This is an optimization exercise on Yosys and OpenROAD, whose aim is small area and a short achievable clock period, not a production implementation. In this exercise RTL edits were held to simulation tests only and were not proved equivalent to the original. Power figures rest on the tool's default switching activity, not on a simulated workload.

run 1:
==> flow/design.v (excerpt) <==
module simple_fixed (
  input  logic                   clock,
  input  logic                   reset,
  input  logic [2:0]             instr_format,
  input  logic [10:0]            op_code,
  input  logic [6:0]             dest_reg_addr,
  input  logic [127:0]           src_reg_a,
  input  logic [127:0]           src_reg_b,
  input  logic [17:0]            imm_value,
  input  logic                   enable_reg_write,
  input  logic                   branch_is_taken,
  output logic [127:0]           wb_data,
  output logic [6:0]             wb_reg_addr,
  output logic                   wb_enable_reg_write
);
Size: ~2,800 cells after synthesis, ~410 flip-flops, ~440 I/O pins, about 0.021 mm2 of cells after synthesis.
export LEC_CHECK = 0
export ABC_AREA = 1
export CAP_MARGIN = 20
export CORE_MARGIN = 2
export CORE_UTILIZATION = 40
export SETUP_SLACK_MARGIN = 2.75
export SLEW_MARGIN = 20
export TNS_END_PERCENT = 20
create_clock -name core_clock -period 5.0 [get_ports {clock}]
standard.sh (not shown) runs the stock make flow with config.mk's settings and CLKGATE_MAP_FILE= SYNTH_SCRIPT=/design/flow/synth_recipe.tcl, a recipe that flattens the netlist after the stock synthesis.
==> flow/flow/run.sh <==
#!/bin/bash
# The standard layout (standard.sh: unchanged synthesis and steps) with two changes to how
# cells are chosen: the port buffers are the smallest buffer cell instead of the one
# buffer_ports picks by default, and clock tree synthesis uses clkbuf_4/clkbuf_8 in clusters
# of up to 16 sinks, without dummy loads. ORFS writes each step's log under orfs/logs/;
# make's own output goes to make_finish.log.
set -euo pipefail
cd "$(dirname "$0")/.."
bash standard.sh \
  "BUFFER_PORTS_ARGS=-buffer_cell sky130_fd_sc_hd__buf_1" \
  "CTS_ARGS=-sink_clustering_enable -repair_clock_nets -dont_use_dummy_load -buf_list {sky130_fd_sc_hd__clkbuf_4 sky130_fd_sc_hd__clkbuf_8} -sink_clustering_size 16 -sink_clustering_max_diameter 60" \
  finish > make_finish.log 2>&1
Run 1 closes out successfully: all stages finished, all timing, DRC and antenna checks passed.
Here is what was changed in the inputs of run 2 compared with run 1.
# run 1
export LEC_CHECK = 0
export ABC_AREA = 1
export CAP_MARGIN = 20
export CORE_MARGIN = 2
export CORE_UTILIZATION = 40
export SETUP_SLACK_MARGIN = 2.75
export SLEW_MARGIN = 20
export TNS_END_PERCENT = 20
create_clock -name core_clock -period 5.0 [get_ports {clock}]
# run 2
export LEC_CHECK = 0
export ABC_AREA = 1
export CAP_MARGIN = 20
export CORE_MARGIN = 2
export CORE_UTILIZATION = 40
export SETUP_SLACK_MARGIN = 2.8
export SLEW_MARGIN = 20
create_clock -name core_clock -period 5.0 [get_ports {clock}]
## What came out
- Delay of the slowest critical-path stage | run 2 below run 1
- Cmp run 2 and run 1 / combinational share of power / lower: run 1
- Changes observed in run 2 relative to run 1: post-DP HPWL fell 2.3%, number of flops mapped to enable cells by yosys roughly the same, wire length picked up an extra 2.7%, hold slack held.
Changes in run 3 relative to run 2:
# run 2
export LEC_CHECK = 0
export ABC_AREA = 1
export CAP_MARGIN = 20
export CORE_MARGIN = 2
export CORE_UTILIZATION = 40
export SETUP_SLACK_MARGIN = 2.8
export SLEW_MARGIN = 20
create_clock -name core_clock -period 5.0 [get_ports {clock}]
# run 3
export LEC_CHECK = 0
export ABC_AREA = 1
export CAP_MARGIN = 20
export CORE_MARGIN = 2
export CORE_UTILIZATION = 40
export GPL_TIMING_DRIVEN = 0
export SETUP_SLACK_MARGIN = 2.75
export SLEW_MARGIN = 20
create_clock -name core_clock -period 5.0 [get_ports {clock}]
Results
met3 usage in global routing is lower on run 3
Share of cells above drive strength 1 (higher): run 2
When run 3 is set beside run 2, its share of power burned in combinational logic turns out to be 0.9 points smaller.
Between run 3 and run 2, share of the clock period used by the worst path after layout is lower for run 2, run 3 comes in above that.
Compared to run 2, run 3 has wire length after detailed routing 3.9% higher.
Run 2 → run 3: post-route total power now sits lower; final worst setup slack now sits lower.
## Diff of input files: run 4 against run 3
# run 3
export LEC_CHECK = 0
export ABC_AREA = 1
export CAP_MARGIN = 20
export CORE_MARGIN = 2
export CORE_UTILIZATION = 40
export GPL_TIMING_DRIVEN = 0
export SETUP_SLACK_MARGIN = 2.75
export SLEW_MARGIN = 20
create_clock -name core_clock -period 5.0 [get_ports {clock}]
# run 4
export LEC_CHECK = 0
export ABC_AREA = 1
export CAP_MARGIN = 20
export CORE_MARGIN = 2
export CORE_UTILIZATION = 40
export SETUP_SLACK_MARGIN = 2.7
export SLEW_MARGIN = 20
create_clock -name core_clock -period 5.0 [get_ports {clock}]
Results
- sky130_fd_sc_hd__or2_4 as the worst-path cell with the longest stage delay was reported by run 4, and sky130_fd_sc_hd__a221oi_1 by run 3.
- In the reports for run 3 and run 4, the smaller end-of-flow core utilization belongs to run 4.
- Delta (run 4 minus run 3): share of final layout cell area taken by non-clock buffers now smaller; achievable clock frequency fell about 2.3%.
## Diff of input files: run 5 against run 4
# run 4
export LEC_CHECK = 0
export ABC_AREA = 1
export CAP_MARGIN = 20
export CORE_MARGIN = 2
export CORE_UTILIZATION = 40
export SETUP_SLACK_MARGIN = 2.7
export SLEW_MARGIN = 20
create_clock -name core_clock -period 5.0 [get_ports {clock}]
# run 5
export LEC_CHECK = 0
export ABC_AREA = 1
export CAP_MARGIN = 20
export CORE_MARGIN = 2
export CORE_UTILIZATION = 40
export SETUP_SLACK_MARGIN = 2.75
export SLEW_MARGIN = 20
create_clock -name core_clock -period 5.0 [get_ports {clock}]
==> run notes <==
Diff run 4 -> run 5: wire length grew by 0.93%; clock-buffer cell count rose by 2; portion of total power attributed to combinational logic climbed 0.2 points; highest clock frequency the design can meet moved up.
Run 5 and run 4 ended up with nearly the same cell area reported after detailed placement.
Number of violations reported at the end of detailed-routing iteration 0, run 5 vs run 4: down by more than 10%
Compared to run 4, run 5 leaves less free space in the core.
Of run 5 and run 4, the run reporting the lower delay of the slowest critical-path stage was run 5.
Register cell area after layout delta (run 4 -> run 5): insignificant
Summary — combinational power, run 5 relative to run 4: higher, by about 2%.
### run 5 -> run 6
# run 5
export LEC_CHECK = 0
export ABC_AREA = 1
export CAP_MARGIN = 20
export CORE_MARGIN = 2
export CORE_UTILIZATION = 40
export SETUP_SLACK_MARGIN = 2.75
export SLEW_MARGIN = 20
create_clock -name core_clock -period 5.0 [get_ports {clock}]
# run 6
export LEC_CHECK = 0
export ABC_AREA = 1
export CAP_MARGIN = 20
export CORE_MARGIN = 2
export CORE_UTILIZATION = 40
export SETUP_SLACK_MARGIN = 2.85
export SLEW_MARGIN = 20
create_clock -name core_clock -period 5.0 [get_ports {clock}]
Results
Net switching fraction of the power: run 6 vs run 5 up 0.67 points. Run 6 against run 5: multi-input logic area went up, number of nets in the finished design went up.

separate check: timing with driven ports:
The results above use ideal ports. As a check the final layouts listed here were re-extracted and re-timed, cells and wires unchanged.
Step 1: set_driving_cell puts a clkbuf_16 on clock and a buf_2 on each other input, an assumption about the parent block.
Step 2 moves the port delays by t, midway between the first and last clock arrival at a register: inputs arrive t later, outputs are due t later. That takes back most of the time a late clock gives input paths.
Slacks: ideal / step 1 / step 2; pairs: ideal / step 1.
run	shift t [ns]	setup WS [ns]	worst setup path after step 2	worst register clock-pin slew, ns	pins driven straight from the clock port
run 1	0.663	2.621 / 2.654 / 1.991	input to register	0.10 / 0.10	1
run 2	0.676	2.795 / 2.774 / 2.107	input to register	0.10 / 0.10	1
run 3	0.676	2.756 / 2.756 / 2.113	input to register	0.10 / 0.10	1
run 4	0.664	2.704 / 2.724 / 2.060	input to register	0.10 / 0.10	1
run 5	0.669	2.747 / 2.752 / 2.094	input to register	0.11 / 0.11	1
run 6	0.671	2.817 / 2.816 / 2.156	input to register	0.11 / 0.11	1
After both steps setup and hold are still met in every run listed. For run 2, which loses most, drivers alone change the setup slack by -0.021 ns; drivers and shift together by -0.688 ns.
